This is an optimization exercise on Yosys and OpenROAD, whose aim is small area and a short achievable clock period, not a production implementation.
Only simulation tests tie the RTL to the original design; equivalence was not proved.
No activity file was given, so power comes from the tool's default toggle rates.

==> run H <==
==> flow/design.v <==
`timescale 1ns/1ps
module dma_read_fifo #(
    parameter int  WIDTH = 8,
    parameter int  DEPTH = 4,
    parameter int  CBITS = 3      
) (
    input  logic             rst,
    input  logic             s_axi4l,
    input  logic [WIDTH-1:0] s_data,
    input  logic             s_valid,
    output logic             s_ready,
    output logic [WIDTH-1:0] m_data,
    output logic             m_valid,
    input  logic             m_ready
);
    localparam int MDEPTH = DEPTH - 1;
    logic [WIDTH-1:0]  mem [MDEPTH];
    logic [WIDTH-1:0]  head;
    logic [WIDTH-1:0]  mem_rd;
    logic [MDEPTH-1:0] wen;
    logic [MDEPTH-1:0] rd_oh;
    logic [CBITS-1:0]  count;
    logic [CBITS-1:0]  count_n;
    logic              nonempty;   
    logic              multi;      
    logic              full;       
    logic              push;
    logic              pop;
    logic              head_ld;
    logic              mem_push;
    assign s_ready  = ~full;
    assign m_valid  = nonempty;
    assign m_data   = head;
    assign push     = s_valid & ~full;
    assign pop      = nonempty & m_ready;
    assign head_ld  = ~nonempty | m_ready;
    assign mem_push = push & (multi | (nonempty & ~m_ready));
    always_comb begin
        mem_rd = '0;
        for (int i = 0; i < MDEPTH; i++) begin
            mem_rd = mem_rd | (mem[i] & {WIDTH{rd_oh[i]}});
        end
    end
    always_ff @(posedge s_axi4l) begin
        if (head_ld) begin
            head <= multi ? mem_rd : s_data;
        end
    end
    always_ff @(posedge s_axi4l) begin
        for (int i = 0; i < MDEPTH; i++) begin
            if (s_valid & wen[i]) begin
                mem[i] <= s_data;
            end
        end
    end
    always_comb begin
        count_n = count;
        if (push & ~pop) count_n = count + CBITS'(1);
        if (pop & ~push) count_n = count - CBITS'(1);
    end
    always_ff @(posedge s_axi4l) begin
        if (rst) begin
            wen      <= MDEPTH'(1);
            rd_oh    <= MDEPTH'(1);
            count    <= '0;
            nonempty <= 1'b0;
            multi    <= 1'b0;
            full     <= 1'b0;
        end else begin
            if (count_n == CBITS'(DEPTH)) begin
                wen <= '0;
            end else if (full) begin
                wen <= rd_oh;
            end else if (mem_push) begin
                wen <= {wen[MDEPTH-2:0], wen[MDEPTH-1]};
            end
            if (pop & multi) begin
                rd_oh <= {rd_oh[MDEPTH-2:0], rd_oh[MDEPTH-1]};
            end
            count    <= count_n;
            nonempty <= count_n != '0;
            multi    <= count_n > CBITS'(1);
            full     <= count_n == CBITS'(DEPTH);
        end
    end
endmodule
`timescale 1ns/1ps
module dma_read_regs (
    input  logic        s_axi4l,
    input  logic        rst,
    input  logic        awvalid,
    output logic        awready,
    input  logic [31:0] awaddr,
    input  logic        wvalid,
    output logic        wready,
    input  logic [31:0] wdata,
    input  logic [3:0]  wstrb,
    output logic        bvalid,
    input  logic        bready,
    output logic [1:0]  bresp,
    input  logic        arvalid,
    output logic        arready,
    input  logic [31:0] araddr,
    output logic        rvalid,
    input  logic        rready,
    output logic [31:0] rdata,
    output logic [1:0]  rresp,
    output logic [68:0] cmd,
    output logic        cmd_valid,
    input  logic        cmd_ready,
    input  logic        busy
);
    localparam logic [31:0] CORE_ID = 32'haa55_0002;
    logic        wr_en;
    logic        rd_free;
    logic        wr_hi0;      
    logic        rd_hi0;
    logic        pending;
    logic        bvalid_q;
    logic        rvalid_q;
    logic [31:0] rdata_q;
    logic [31:0] rd_value;
    logic [7:0]  c_id;
    logic [31:0] c_addr;
    logic [7:0]  c_len;
    logic [2:0]  c_size;
    logic [1:0]  c_burst;
    logic        c_lock;
    logic [3:0]  c_cache;
    logic [2:0]  c_prot;
    logic [3:0]  c_qos;
    logic [3:0]  c_region;
    assign wr_en   = awvalid & wvalid & (~bvalid_q | bready);
    assign rd_free = ~rvalid_q | rready;
    assign wr_hi0  = awaddr[31:7] == '0;
    assign rd_hi0  = araddr[31:7] == '0;
    logic [31:0] wsel;      
    always_comb begin
        for (int k = 0; k < 32; k++) begin
            wsel[k] = wr_hi0 & (awaddr[6:2] == 5'(k));
        end
    end
    always_ff @(posedge s_axi4l) begin
        if (rst) begin
            c_id     <= '0;
            c_addr   <= '0;
            c_len    <= '0;
            c_size   <= 3'd3;
            c_burst  <= 2'd1;
            c_lock   <= '0;
            c_cache  <= '0;
            c_prot   <= '0;
            c_qos    <= '0;
            c_region <= '0;
            pending  <= 1'b0;
        end else begin
            if (cmd_ready) begin
                pending <= 1'b0;
            end
            if (wr_en) begin
                if (wsel['h11]) begin
                    pending <= 1'b1;
                    for (int b = 0; b < 4; b++) begin
                        if (wstrb[b]) c_addr[8*b +: 8] <= wdata[8*b +: 8];
                    end
                end
                if (wstrb[0]) begin
                    if (wsel['h10]) c_id     <= wdata[7:0];
                    if (wsel['h12]) c_len    <= wdata[7:0];
                    if (wsel['h13]) c_size   <= wdata[2:0];
                    if (wsel['h14]) c_burst  <= wdata[1:0];
                    if (wsel['h15]) c_lock   <= wdata[0];
                    if (wsel['h16]) c_cache  <= wdata[3:0];
                    if (wsel['h17]) c_prot   <= wdata[2:0];
                    if (wsel['h18]) c_qos    <= wdata[3:0];
                    if (wsel['h19]) c_region <= wdata[3:0];
                end
            end
        end
    end
    assign cmd       = {c_id, c_addr, c_len, c_size, c_burst, c_lock,
                        c_cache, c_prot, c_qos, c_region};
    assign cmd_valid = pending;
    always_comb begin
        rd_value = '0;
        if (rd_hi0) begin
            case (araddr[6:2])
                5'h00: rd_value = CORE_ID;
                5'h08: rd_value = 32'({busy, pending});
                5'h10: rd_value = 32'(c_id);
                5'h11: rd_value = c_addr;
                5'h12: rd_value = 32'(c_len);
                5'h13: rd_value = 32'(c_size);
                5'h14: rd_value = 32'(c_burst);
                5'h15: rd_value = 32'(c_lock);
                5'h16: rd_value = 32'(c_cache);
                5'h17: rd_value = 32'(c_prot);
                5'h18: rd_value = 32'(c_qos);
                5'h19: rd_value = 32'(c_region);
                default: rd_value = '0;
            endcase
        end
    end
    always_ff @(posedge s_axi4l) begin
        if (rd_free) begin
            rdata_q <= rd_value;
        end
    end
    always_ff @(posedge s_axi4l) begin
        if (rst) begin
            bvalid_q <= 1'b0;
            rvalid_q <= 1'b0;
        end else begin
            bvalid_q <= wr_en | (bvalid_q & ~bready);
            rvalid_q <= (arvalid & rd_free) | (rvalid_q & ~rready);
        end
    end
    assign awready = (~bvalid_q | bready) & wvalid;
    assign wready  = (~bvalid_q | bready) & awvalid;
    assign bvalid  = bvalid_q;
    assign bresp   = 2'b00;
    assign arready = rd_free;
    assign rvalid  = rvalid_q;
    assign rdata   = rdata_q;
    assign rresp   = 2'b00;
endmodule
`timescale 1ns/1ps
module dma_read_issue (
    input  logic        s_axi4l,
    input  logic        rst,
    input  logic [68:0] cmd,
    input  logic        cmd_valid,
    output logic        cmd_ready,
    output logic [68:0] ar,
    output logic        arvalid,
    input  logic        arready,
    input  logic        beat_done,
    output logic        busy
);
    logic        ar_hs;
    logic [15:0] addend;
    logic [15:0] open_next;
    logic [15:0] open_beats;
    dma_read_fifo #(
        .WIDTH (69),
        .DEPTH (4),
        .CBITS (3)
    ) cmd_fifo_i (
        .rst     (rst),
        .s_axi4l (s_axi4l),
        .s_data  (cmd),
        .s_valid (cmd_valid),
        .s_ready (cmd_ready),
        .m_data  (ar),
        .m_valid (arvalid),
        .m_ready (arready)
    );
    assign ar_hs  = arvalid & arready;
    assign addend = ar_hs ? {8'h00, ar[28:21]} : 16'hffff;
    dma_read_add16 open_add_i (
        .a   (open_beats),
        .b   (addend),
        .cin (~beat_done),
        .s   (open_next)
    );
    always_ff @(posedge s_axi4l) begin
        if (rst) begin
            open_beats <= '0;
        end else begin
            open_beats <= open_next;
        end
    end
    assign busy = arvalid | (open_beats != '0);
endmodule
module dma_read_add16 (
    input  logic [15:0] a,
    input  logic [15:0] b,
    input  logic        cin,
    output logic [15:0] s
);
    logic [15:0] p;
    logic [15:0] gg [5];
    logic [15:0] pp [5];
    logic [15:0] c;
    always_comb begin
        p     = a ^ b;
        gg[0] = a & b;
        pp[0] = p;
        for (int l = 1; l < 5; l++) begin
            for (int i = 0; i < 16; i++) begin
                if (i >= (1 << (l - 1))) begin
                    gg[l][i] = gg[l-1][i] | (pp[l-1][i] & gg[l-1][i - (1 << (l - 1))]);
                    pp[l][i] = pp[l-1][i] & pp[l-1][i - (1 << (l - 1))];
                end else begin
                    gg[l][i] = gg[l-1][i];
                    pp[l][i] = pp[l-1][i];
                end
            end
        end
        c[0] = cin;
        for (int i = 1; i < 16; i++) begin
            c[i] = gg[4][i-1] | (pp[4][i-1] & cin);
        end
        s = p ^ c;
    end
endmodule
`timescale 1ns/1ps
module dma_read_stream (
    input  logic        s_axi4l,
    input  logic        rst,
    input  logic [63:0] rdata,
    input  logic        rvalid,
    output logic        rready,
    output logic [63:0] tdata,
    output logic        tvalid,
    input  logic        tready,
    output logic        beat_done
);
    dma_read_fifo #(
        .WIDTH (64),
        .DEPTH (16),
        .CBITS (5)
    ) data_fifo_i (
        .rst     (rst),
        .s_axi4l (s_axi4l),
        .s_data  (rdata),
        .s_valid (rvalid),
        .s_ready (rready),
        .m_data  (tdata),
        .m_valid (tvalid),
        .m_ready (tready)
    );
    assign beat_done = tvalid & tready;
endmodule
`timescale 1ns/1ps
module dma_read (
    input  logic        clk,
    input  logic        rst,
    input  logic        s_awvalid,
    output logic        s_awready,
    input  logic [31:0] s_awaddr,
    input  logic        s_wvalid,
    output logic        s_wready,
    input  logic [31:0] s_wdata,
    input  logic [3:0]  s_wstrb,
    output logic        s_bvalid,
    input  logic        s_bready,
    output logic [1:0]  s_bresp,
    input  logic        s_arvalid,
    output logic        s_arready,
    input  logic [31:0] s_araddr,
    output logic        s_rvalid,
    input  logic        s_rready,
    output logic [31:0] s_rdata,
    output logic [1:0]  s_rresp,
    output logic [7:0]  m_arid,
    output logic [31:0] m_araddr,
    output logic [7:0]  m_arlen,
    output logic [2:0]  m_arsize,
    output logic [1:0]  m_arburst,
    output logic        m_arlock,
    output logic [3:0]  m_arcache,
    output logic [2:0]  m_arprot,
    output logic [3:0]  m_arqos,
    output logic [3:0]  m_arregion,
    output logic        m_arvalid,
    input  logic        m_arready,
    input  logic [63:0] m_rdata,
    input  logic        m_rvalid,
    output logic        m_rready,
    output logic [63:0] tdata,
    output logic        tvalid,
    input  logic        tready
);
    logic [68:0] ar;
    logic [68:0] cmd;
    logic        cmd_valid;
    logic        cmd_ready;
    logic        busy;
    logic        beat_done;
    assign m_arid     = ar[68:61];
    assign m_araddr   = ar[60:29];
    assign m_arlen    = ar[28:21];
    assign m_arsize   = ar[20:18];
    assign m_arburst  = ar[17:16];
    assign m_arlock   = ar[15];
    assign m_arcache  = ar[14:11];
    assign m_arprot   = ar[10:8];
    assign m_arqos    = ar[7:4];
    assign m_arregion = ar[3:0];
    dma_read_regs regs_i (
        .s_axi4l   (clk),
        .rst       (rst),
        .awvalid   (s_awvalid),
        .awready   (s_awready),
        .awaddr    (s_awaddr),
        .wvalid    (s_wvalid),
        .wready    (s_wready),
        .wdata     (s_wdata),
        .wstrb     (s_wstrb),
        .bvalid    (s_bvalid),
        .bready    (s_bready),
        .bresp     (s_bresp),
        .arvalid   (s_arvalid),
        .arready   (s_arready),
        .araddr    (s_araddr),
        .rvalid    (s_rvalid),
        .rready    (s_rready),
        .rdata     (s_rdata),
        .rresp     (s_rresp),
        .cmd       (cmd),
        .cmd_valid (cmd_valid),
        .cmd_ready (cmd_ready),
        .busy      (busy)
    );
    dma_read_issue
    issue_i (
        .s_axi4l   (clk),
        .rst       (rst),
        .cmd       (cmd),
        .cmd_valid (cmd_valid),
        .cmd_ready (cmd_ready),
        .ar        (ar),
        .arvalid   (m_arvalid),
        .arready   (m_arready),
        .beat_done (beat_done),
        .busy      (busy)
    );
    dma_read_stream
    stream_i (
        .s_axi4l   (clk),
        .rst       (rst),
        .rdata     (m_rdata),
        .rvalid    (m_rvalid),
        .rready    (m_rready),
        .tdata     (tdata),
        .tvalid    (tvalid),
        .tready    (tready),
        .beat_done (beat_done)
    );
endmodule
==> flow/flow/run.sh <==
#!/bin/bash
# Layout flow: the standard ORFS flow, with the ports buffered by
# plain buffers (buf_2) instead of the delay cells buffer_ports picks by
# itself.  Every tool's output goes to a log file in this folder; ORFS
# keeps its per-step logs under orfs/logs.
set -euo pipefail
export BUFFER_PORTS_ARGS="-buffer_cell sky130_fd_sc_hd__buf_2"
bash standard.sh > standard_flow.log 2>&1
==> flow/standard.sh <==
#!/bin/bash
# synth_recipe.tcl (not shown) runs the flow's synth.tcl, then flattens the netlist and writes it again
# the make line also repeats each setting of config.mk as NAME=value (left out here)
make -C /OpenROAD-flow-scripts/flow DESIGN_CONFIG=/design/flow/config.mk WORK_HOME=/design/flow/orfs CLKGATE_MAP_FILE= SYNTH_SCRIPT=/design/flow/synth_recipe.tcl "${@:-finish}"
==> flow/config.mk <==
export PLATFORM = sky130hd
export DESIGN_NAME = dma_read
export DESIGN_NICKNAME = dma_read
export VERILOG_FILES = /design/flow/design.v
export SDC_FILE = /design/flow/constraint.sdc
export NUM_CORES = 4
export LEC_CHECK = 0
export CAP_MARGIN = 20
export CORE_MARGIN = 2
export CORE_UTILIZATION = 65
export SETUP_SLACK_MARGIN = 2.7
export SLEW_MARGIN = 20
==> flow/constraint.sdc <==
create_clock -name core_clock -period 5.0 [get_ports {clk}]
set_input_delay 1.0000 -clock core_clock [delete_from_list [all_inputs] [get_ports {clk}]]
set_output_delay 1.0000 -clock core_clock [all_outputs]
set_load 0.01 [all_outputs]
==> inputs of run M, as changes to run H <==
--- a/flow/design.v
+++ b/flow/design.v
@@ -118,4 +118,5 @@
     logic        pending;
     logic        bvalid_q;
+    logic        bfree_q;     
     logic        rvalid_q;
     logic [31:0] rdata_q;
@@ -131,5 +132,5 @@
     logic [3:0]  c_qos;
     logic [3:0]  c_region;
-    assign wr_en   = awvalid & wvalid & (~bvalid_q | bready);
+    assign wr_en   = awvalid & wvalid & (bfree_q | bready);
     assign rd_free = ~rvalid_q | rready;
     assign wr_hi0  = awaddr[31:7] == '0;
@@ -210,12 +211,14 @@
         if (rst) begin
             bvalid_q <= 1'b0;
+            bfree_q  <= 1'b1;
             rvalid_q <= 1'b0;
         end else begin
             bvalid_q <= wr_en | (bvalid_q & ~bready);
+            bfree_q  <= ~wr_en & (bfree_q | bready);
             rvalid_q <= (arvalid & rd_free) | (rvalid_q & ~rready);
         end
     end
-    assign awready = (~bvalid_q | bready) & wvalid;
-    assign wready  = (~bvalid_q | bready) & awvalid;
+    assign awready = (bfree_q | bready) & wvalid;
+    assign wready  = (bfree_q | bready) & awvalid;
     assign bvalid  = bvalid_q;
     assign bresp   = 2'b00;
@@ -239,6 +242,7 @@
 );
     logic        ar_hs;
-    logic [15:0] addend;
-    logic [15:0] open_next;
+    logic [15:0] sum0;        
+    logic [15:0] sum1;        
+    logic [15:0] dec;         
     logic [15:0] open_beats;
     dma_read_fifo #(
@@ -256,11 +260,14 @@
         .m_ready (arready)
     );
-    assign ar_hs  = arvalid & arready;
-    assign addend = ar_hs ? {8'h00, ar[28:21]} : 16'hffff;
+    assign ar_hs = arvalid & arready;
     dma_read_add16 open_add_i (
-        .a   (open_beats),
-        .b   (addend),
-        .cin (~beat_done),
-        .s   (open_next)
+        .a    (open_beats),
+        .b    (ar[28:21]),
+        .s0   (sum0),
+        .s1   (sum1)
+    );
+    dma_read_dec16 open_dec_i (
+        .a (open_beats),
+        .d (dec)
     );
     always_ff @(posedge s_axi4l) begin
@@ -268,5 +275,10 @@
             open_beats <= '0;
         end else begin
-            open_beats <= open_next;
+            case ({ar_hs, beat_done})
+                2'b10:   open_beats <= sum1;
+                2'b11:   open_beats <= sum0;
+                2'b01:   open_beats <= dec;
+                default: ;
+            endcase
         end
     end
@@ -275,18 +287,22 @@
 module dma_read_add16 (
     input  logic [15:0] a,
-    input  logic [15:0] b,
-    input  logic        cin,
-    output logic [15:0] s
+    input  logic [7:0]  b,
+    output logic [15:0] s0,
+    output logic [15:0] s1
 );
-    logic [15:0] p;
-    logic [15:0] gg [5];
-    logic [15:0] pp [5];
-    logic [15:0] c;
+    logic [7:0] p;
+    logic [7:0] gg [4];
+    logic [7:0] pp [4];
+    logic [8:0] c0;
+    logic [8:0] c1;
+    logic [7:0] hi;
+    logic [7:0] hi_inc;
+    logic [7:0] ones [4];   
     always_comb begin
-        p     = a ^ b;
-        gg[0] = a & b;
+        p     = a[7:0] ^ b;
+        gg[0] = a[7:0] & b;
         pp[0] = p;
-        for (int l = 1; l < 5; l++) begin
-            for (int i = 0; i < 16; i++) begin
+        for (int l = 1; l < 4; l++) begin
+            for (int i = 0; i < 8; i++) begin
                 if (i >= (1 << (l - 1))) begin
                     gg[l][i] = gg[l-1][i] | (pp[l-1][i] & gg[l-1][i - (1 << (l - 1))]);
@@ -298,9 +314,49 @@
             end
         end
-        c[0] = cin;
+        c0[0] = 1'b0;
+        c1[0] = 1'b1;
+        for (int i = 1; i < 9; i++) begin
+            c0[i] = gg[3][i-1];
+            c1[i] = gg[3][i-1] | pp[3][i-1];
+        end
+        hi      = a[15:8];
+        ones[0] = hi;
+        for (int l = 1; l < 4; l++) begin
+            for (int i = 0; i < 8; i++) begin
+                if (i >= (1 << (l - 1))) begin
+                    ones[l][i] = ones[l-1][i] & ones[l-1][i - (1 << (l - 1))];
+                end else begin
+                    ones[l][i] = ones[l-1][i];
+                end
+            end
+        end
+        hi_inc[0] = ~hi[0];
+        for (int i = 1; i < 8; i++) begin
+            hi_inc[i] = hi[i] ^ ones[3][i-1];
+        end
+        s0 = {c0[8] ? hi_inc : hi, p ^ c0[7:0]};
+        s1 = {c1[8] ? hi_inc : hi, p ^ c1[7:0]};
+    end
+endmodule
+module dma_read_dec16 (
+    input  logic [15:0] a,
+    output logic [15:0] d
+);
+    logic [15:0] z [5];    
+    always_comb begin
+        z[0] = ~a;
+        for (int l = 1; l < 5; l++) begin
+            for (int i = 0; i < 16; i++) begin
+                if (i >= (1 << (l - 1))) begin
+                    z[l][i] = z[l-1][i] & z[l-1][i - (1 << (l - 1))];
+                end else begin
+                    z[l][i] = z[l-1][i];
+                end
+            end
+        end
+        d[0] = ~a[0];
         for (int i = 1; i < 16; i++) begin
-            c[i] = gg[4][i-1] | (pp[4][i-1] & cin);
+            d[i] = a[i] ^ z[4][i-1];
         end
-        s = p ^ c;
     end
 endmodule
- CORE_UTILIZATION: 65 -> 75
- CTS_CLUSTER_DIAMETER: unset -> 100
- CTS_CLUSTER_SIZE: unset -> 25
- SETUP_SLACK_MARGIN: 2.7 -> 2.8
==> inputs of run G, as changes to run H <==
--- a/flow/design.v
+++ b/flow/design.v
@@ -118,4 +118,5 @@
     logic        pending;
     logic        bvalid_q;
+    logic        bfree_q;     
     logic        rvalid_q;
     logic [31:0] rdata_q;
@@ -131,5 +132,5 @@
     logic [3:0]  c_qos;
     logic [3:0]  c_region;
-    assign wr_en   = awvalid & wvalid & (~bvalid_q | bready);
+    assign wr_en   = awvalid & wvalid & (bfree_q | bready);
     assign rd_free = ~rvalid_q | rready;
     assign wr_hi0  = awaddr[31:7] == '0;
@@ -210,12 +211,14 @@
         if (rst) begin
             bvalid_q <= 1'b0;
+            bfree_q  <= 1'b1;
             rvalid_q <= 1'b0;
         end else begin
             bvalid_q <= wr_en | (bvalid_q & ~bready);
+            bfree_q  <= ~wr_en & (bfree_q | bready);
             rvalid_q <= (arvalid & rd_free) | (rvalid_q & ~rready);
         end
     end
-    assign awready = (~bvalid_q | bready) & wvalid;
-    assign wready  = (~bvalid_q | bready) & awvalid;
+    assign awready = (bfree_q | bready) & wvalid;
+    assign wready  = (bfree_q | bready) & awvalid;
     assign bvalid  = bvalid_q;
     assign bresp   = 2'b00;
@@ -239,6 +242,7 @@
 );
     logic        ar_hs;
-    logic [15:0] addend;
-    logic [15:0] open_next;
+    logic [15:0] sum0;        
+    logic [15:0] sum1;        
+    logic [15:0] dec;         
     logic [15:0] open_beats;
     dma_read_fifo #(
@@ -256,11 +260,14 @@
         .m_ready (arready)
     );
-    assign ar_hs  = arvalid & arready;
-    assign addend = ar_hs ? {8'h00, ar[28:21]} : 16'hffff;
+    assign ar_hs = arvalid & arready;
     dma_read_add16 open_add_i (
-        .a   (open_beats),
-        .b   (addend),
-        .cin (~beat_done),
-        .s   (open_next)
+        .a    (open_beats),
+        .b    ({8'h00, ar[28:21]}),
+        .s0   (sum0),
+        .s1   (sum1)
+    );
+    dma_read_dec16 open_dec_i (
+        .a (open_beats),
+        .d (dec)
     );
     always_ff @(posedge s_axi4l) begin
@@ -268,5 +275,10 @@
             open_beats <= '0;
         end else begin
-            open_beats <= open_next;
+            case ({ar_hs, beat_done})
+                2'b10:   open_beats <= sum1;
+                2'b11:   open_beats <= sum0;
+                2'b01:   open_beats <= dec;
+                default: ;
+            endcase
         end
     end
@@ -276,11 +288,12 @@
     input  logic [15:0] a,
     input  logic [15:0] b,
-    input  logic        cin,
-    output logic [15:0] s
+    output logic [15:0] s0,
+    output logic [15:0] s1
 );
     logic [15:0] p;
     logic [15:0] gg [5];
     logic [15:0] pp [5];
-    logic [15:0] c;
+    logic [15:0] c0;
+    logic [15:0] c1;
     always_comb begin
         p     = a ^ b;
@@ -298,9 +311,34 @@
             end
         end
-        c[0] = cin;
+        c0[0] = 1'b0;
+        c1[0] = 1'b1;
+        for (int i = 1; i < 16; i++) begin
+            c0[i] = gg[4][i-1];
+            c1[i] = gg[4][i-1] | pp[4][i-1];
+        end
+        s0 = p ^ c0;
+        s1 = p ^ c1;
+    end
+endmodule
+module dma_read_dec16 (
+    input  logic [15:0] a,
+    output logic [15:0] d
+);
+    logic [15:0] z [5];    
+    always_comb begin
+        z[0] = ~a;
+        for (int l = 1; l < 5; l++) begin
+            for (int i = 0; i < 16; i++) begin
+                if (i >= (1 << (l - 1))) begin
+                    z[l][i] = z[l-1][i] & z[l-1][i - (1 << (l - 1))];
+                end else begin
+                    z[l][i] = z[l-1][i];
+                end
+            end
+        end
+        d[0] = ~a[0];
         for (int i = 1; i < 16; i++) begin
-            c[i] = gg[4][i-1] | (pp[4][i-1] & cin);
+            d[i] = a[i] ^ z[4][i-1];
         end
-        s = p ^ c;
     end
 endmodule
- CORE_UTILIZATION: 65 -> 75
- CTS_CLUSTER_DIAMETER: unset -> 100
- CTS_CLUSTER_SIZE: unset -> 25
- SETUP_SLACK_MARGIN: 2.7 -> 2.8
==> inputs of run E, as changes to run H <==
--- a/flow/design.v
+++ b/flow/design.v
@@ -118,4 +118,5 @@
     logic        pending;
     logic        bvalid_q;
+    logic        bfree_q;     
     logic        rvalid_q;
     logic [31:0] rdata_q;
@@ -131,5 +132,5 @@
     logic [3:0]  c_qos;
     logic [3:0]  c_region;
-    assign wr_en   = awvalid & wvalid & (~bvalid_q | bready);
+    assign wr_en   = awvalid & wvalid & (bfree_q | bready);
     assign rd_free = ~rvalid_q | rready;
     assign wr_hi0  = awaddr[31:7] == '0;
@@ -210,12 +211,14 @@
         if (rst) begin
             bvalid_q <= 1'b0;
+            bfree_q  <= 1'b1;
             rvalid_q <= 1'b0;
         end else begin
             bvalid_q <= wr_en | (bvalid_q & ~bready);
+            bfree_q  <= ~wr_en & (bfree_q | bready);
             rvalid_q <= (arvalid & rd_free) | (rvalid_q & ~rready);
         end
     end
-    assign awready = (~bvalid_q | bready) & wvalid;
-    assign wready  = (~bvalid_q | bready) & awvalid;
+    assign awready = (bfree_q | bready) & wvalid;
+    assign wready  = (bfree_q | bready) & awvalid;
     assign bvalid  = bvalid_q;
     assign bresp   = 2'b00;
@@ -239,6 +242,7 @@
 );
     logic        ar_hs;
-    logic [15:0] addend;
-    logic [15:0] open_next;
+    logic [15:0] sum0;        
+    logic [15:0] sum1;        
+    logic [15:0] dec;         
     logic [15:0] open_beats;
     dma_read_fifo #(
@@ -256,11 +260,14 @@
         .m_ready (arready)
     );
-    assign ar_hs  = arvalid & arready;
-    assign addend = ar_hs ? {8'h00, ar[28:21]} : 16'hffff;
+    assign ar_hs = arvalid & arready;
     dma_read_add16 open_add_i (
-        .a   (open_beats),
-        .b   (addend),
-        .cin (~beat_done),
-        .s   (open_next)
+        .a    (open_beats),
+        .b    ({8'h00, ar[28:21]}),
+        .s0   (sum0),
+        .s1   (sum1)
+    );
+    dma_read_dec16 open_dec_i (
+        .a (open_beats),
+        .d (dec)
     );
     always_ff @(posedge s_axi4l) begin
@@ -268,5 +275,10 @@
             open_beats <= '0;
         end else begin
-            open_beats <= open_next;
+            case ({ar_hs, beat_done})
+                2'b10:   open_beats <= sum1;
+                2'b11:   open_beats <= sum0;
+                2'b01:   open_beats <= dec;
+                default: ;
+            endcase
         end
     end
@@ -276,11 +288,12 @@
     input  logic [15:0] a,
     input  logic [15:0] b,
-    input  logic        cin,
-    output logic [15:0] s
+    output logic [15:0] s0,
+    output logic [15:0] s1
 );
     logic [15:0] p;
     logic [15:0] gg [5];
     logic [15:0] pp [5];
-    logic [15:0] c;
+    logic [15:0] c0;
+    logic [15:0] c1;
     always_comb begin
         p     = a ^ b;
@@ -298,9 +311,34 @@
             end
         end
-        c[0] = cin;
+        c0[0] = 1'b0;
+        c1[0] = 1'b1;
+        for (int i = 1; i < 16; i++) begin
+            c0[i] = gg[4][i-1];
+            c1[i] = gg[4][i-1] | pp[4][i-1];
+        end
+        s0 = p ^ c0;
+        s1 = p ^ c1;
+    end
+endmodule
+module dma_read_dec16 (
+    input  logic [15:0] a,
+    output logic [15:0] d
+);
+    logic [15:0] z [5];    
+    always_comb begin
+        z[0] = ~a;
+        for (int l = 1; l < 5; l++) begin
+            for (int i = 0; i < 16; i++) begin
+                if (i >= (1 << (l - 1))) begin
+                    z[l][i] = z[l-1][i] & z[l-1][i - (1 << (l - 1))];
+                end else begin
+                    z[l][i] = z[l-1][i];
+                end
+            end
+        end
+        d[0] = ~a[0];
         for (int i = 1; i < 16; i++) begin
-            c[i] = gg[4][i-1] | (pp[4][i-1] & cin);
+            d[i] = a[i] ^ z[4][i-1];
         end
-        s = p ^ c;
     end
 endmodule
- CORE_UTILIZATION: 65 -> 70
- CTS_CLUSTER_DIAMETER: unset -> 100
- CTS_CLUSTER_SIZE: unset -> 25
==> run summary <==
wire length of the first global-routing pass=208300 µm; CTS clock-pin slew for the worst setup and hold paths=0.06 ns; Layout clock area frac=0.07243; total detailed-routing wirelength=143500 µm; number of clock buffers in the layout=182; Worst Hold Slack=0.5179 ns; combinational cell fraction of total power=0.136; CTS resizes=47; area occupied by multi-input gates=11000 µm²; Logic inverters=19; vias after detailed routing=32790; maximum fanout encountered on the critical timing path=3; outcome=finished clean; placed wire-length estimate after detailed placement=75240 µm; growth of design area from synthesis to finish=16.04%
# the run above: run H

==> run summary <==
final worst path period share=0.4769; wire length of the first global-routing pass=197300 µm; outcome=finished clean; area occupied by multi-input gates=10760 µm²; CTS clock-pin slew for the worst setup and hold paths=0.10 ns; maximum fanout encountered on the critical timing path=5; worst hold path startpoint=regs_i.bvalid_q; vias after detailed routing=32310; met1 layer usage reported by global route=0.4515; Layout clock area frac=0.03237; total detailed-routing wirelength=137900 µm; combinational cell fraction of total power=0.144; placed wire-length estimate after detailed placement=73960 µm; initial antenna violation count=15; number of clock buffers in the layout=94
# the run above: run E

==> run summary <==
wire length of the first global-routing pass=197600 µm; Worst Hold Slack=0.5064 ns; outcome=finished clean; area occupied by multi-input gates=10880 µm²; placed wire-length estimate after detailed placement=73480 µm; number of clock buffers in the layout=94; growth of design area from synthesis to finish=10.28%; maximum fanout encountered on the critical timing path=4; vias after detailed routing=32750; total detailed-routing wirelength=137300 µm; CTS resizes=77; Layout clock area frac=0.03260; Logic inverters=22
# the run above: run G

==> run summary <==
CTS resizes=64; vias after detailed routing=34650; area occupied by multi-input gates=11590 µm²; outcome=finished clean; Layout clock area frac=0.03278; maximum fanout encountered on the critical timing path=4; growth of design area from synthesis to finish=10.31%; number of clock buffers in the layout=107; CTS clock-pin slew for the worst setup and hold paths=0.10 ns; total detailed-routing wirelength=146300 µm; combinational cell fraction of total power=0.182
# the run above: run M

## separate check: timing with driven ports
The flow's constraints put no driver on any port. The routed layouts listed below were extracted and timed again, unchanged, in two steps.
Step 1 sets driving cells, clkbuf_16 on the clock port and buf_2 on the other inputs (assumed; they add their load-dependent delay and slew).
Step 2 adds t to the input delays and takes it off the output delays; t is the mean of the earliest and latest rising clock arrival at the registers after step 1. Input paths then give back, and output paths get back, about the clock's delay inside the block.
Slacks: no drivers / after step 1 / after step 2; pairs: no drivers / after step 1.
| run | shift t [ns] | setup slack, ns | latest minus earliest clock arrival (ns) | slew at the worst register clock pin (ns) |
|---|---|---|---|---|
| run H | 0.791 | 2.532 / 2.464 / 1.770 | 0.031 / 0.030 | 0.06 / 0.06 |
| run M | 0.720 | 2.615 / 2.574 / 2.047 | 0.039 / 0.040 | 0.10 / 0.10 |
| run G | 0.712 | 2.607 / 2.559 / 2.070 | 0.031 / 0.030 | 0.10 / 0.10 |
| run E | 0.702 | 2.615 / 2.570 / 2.058 | 0.027 / 0.027 | 0.10 / 0.10 |
After both steps setup and hold are still met in every run listed. The setup slack of run H, which loses most, moves by -0.068 ns with the drivers and by -0.762 ns with both steps.
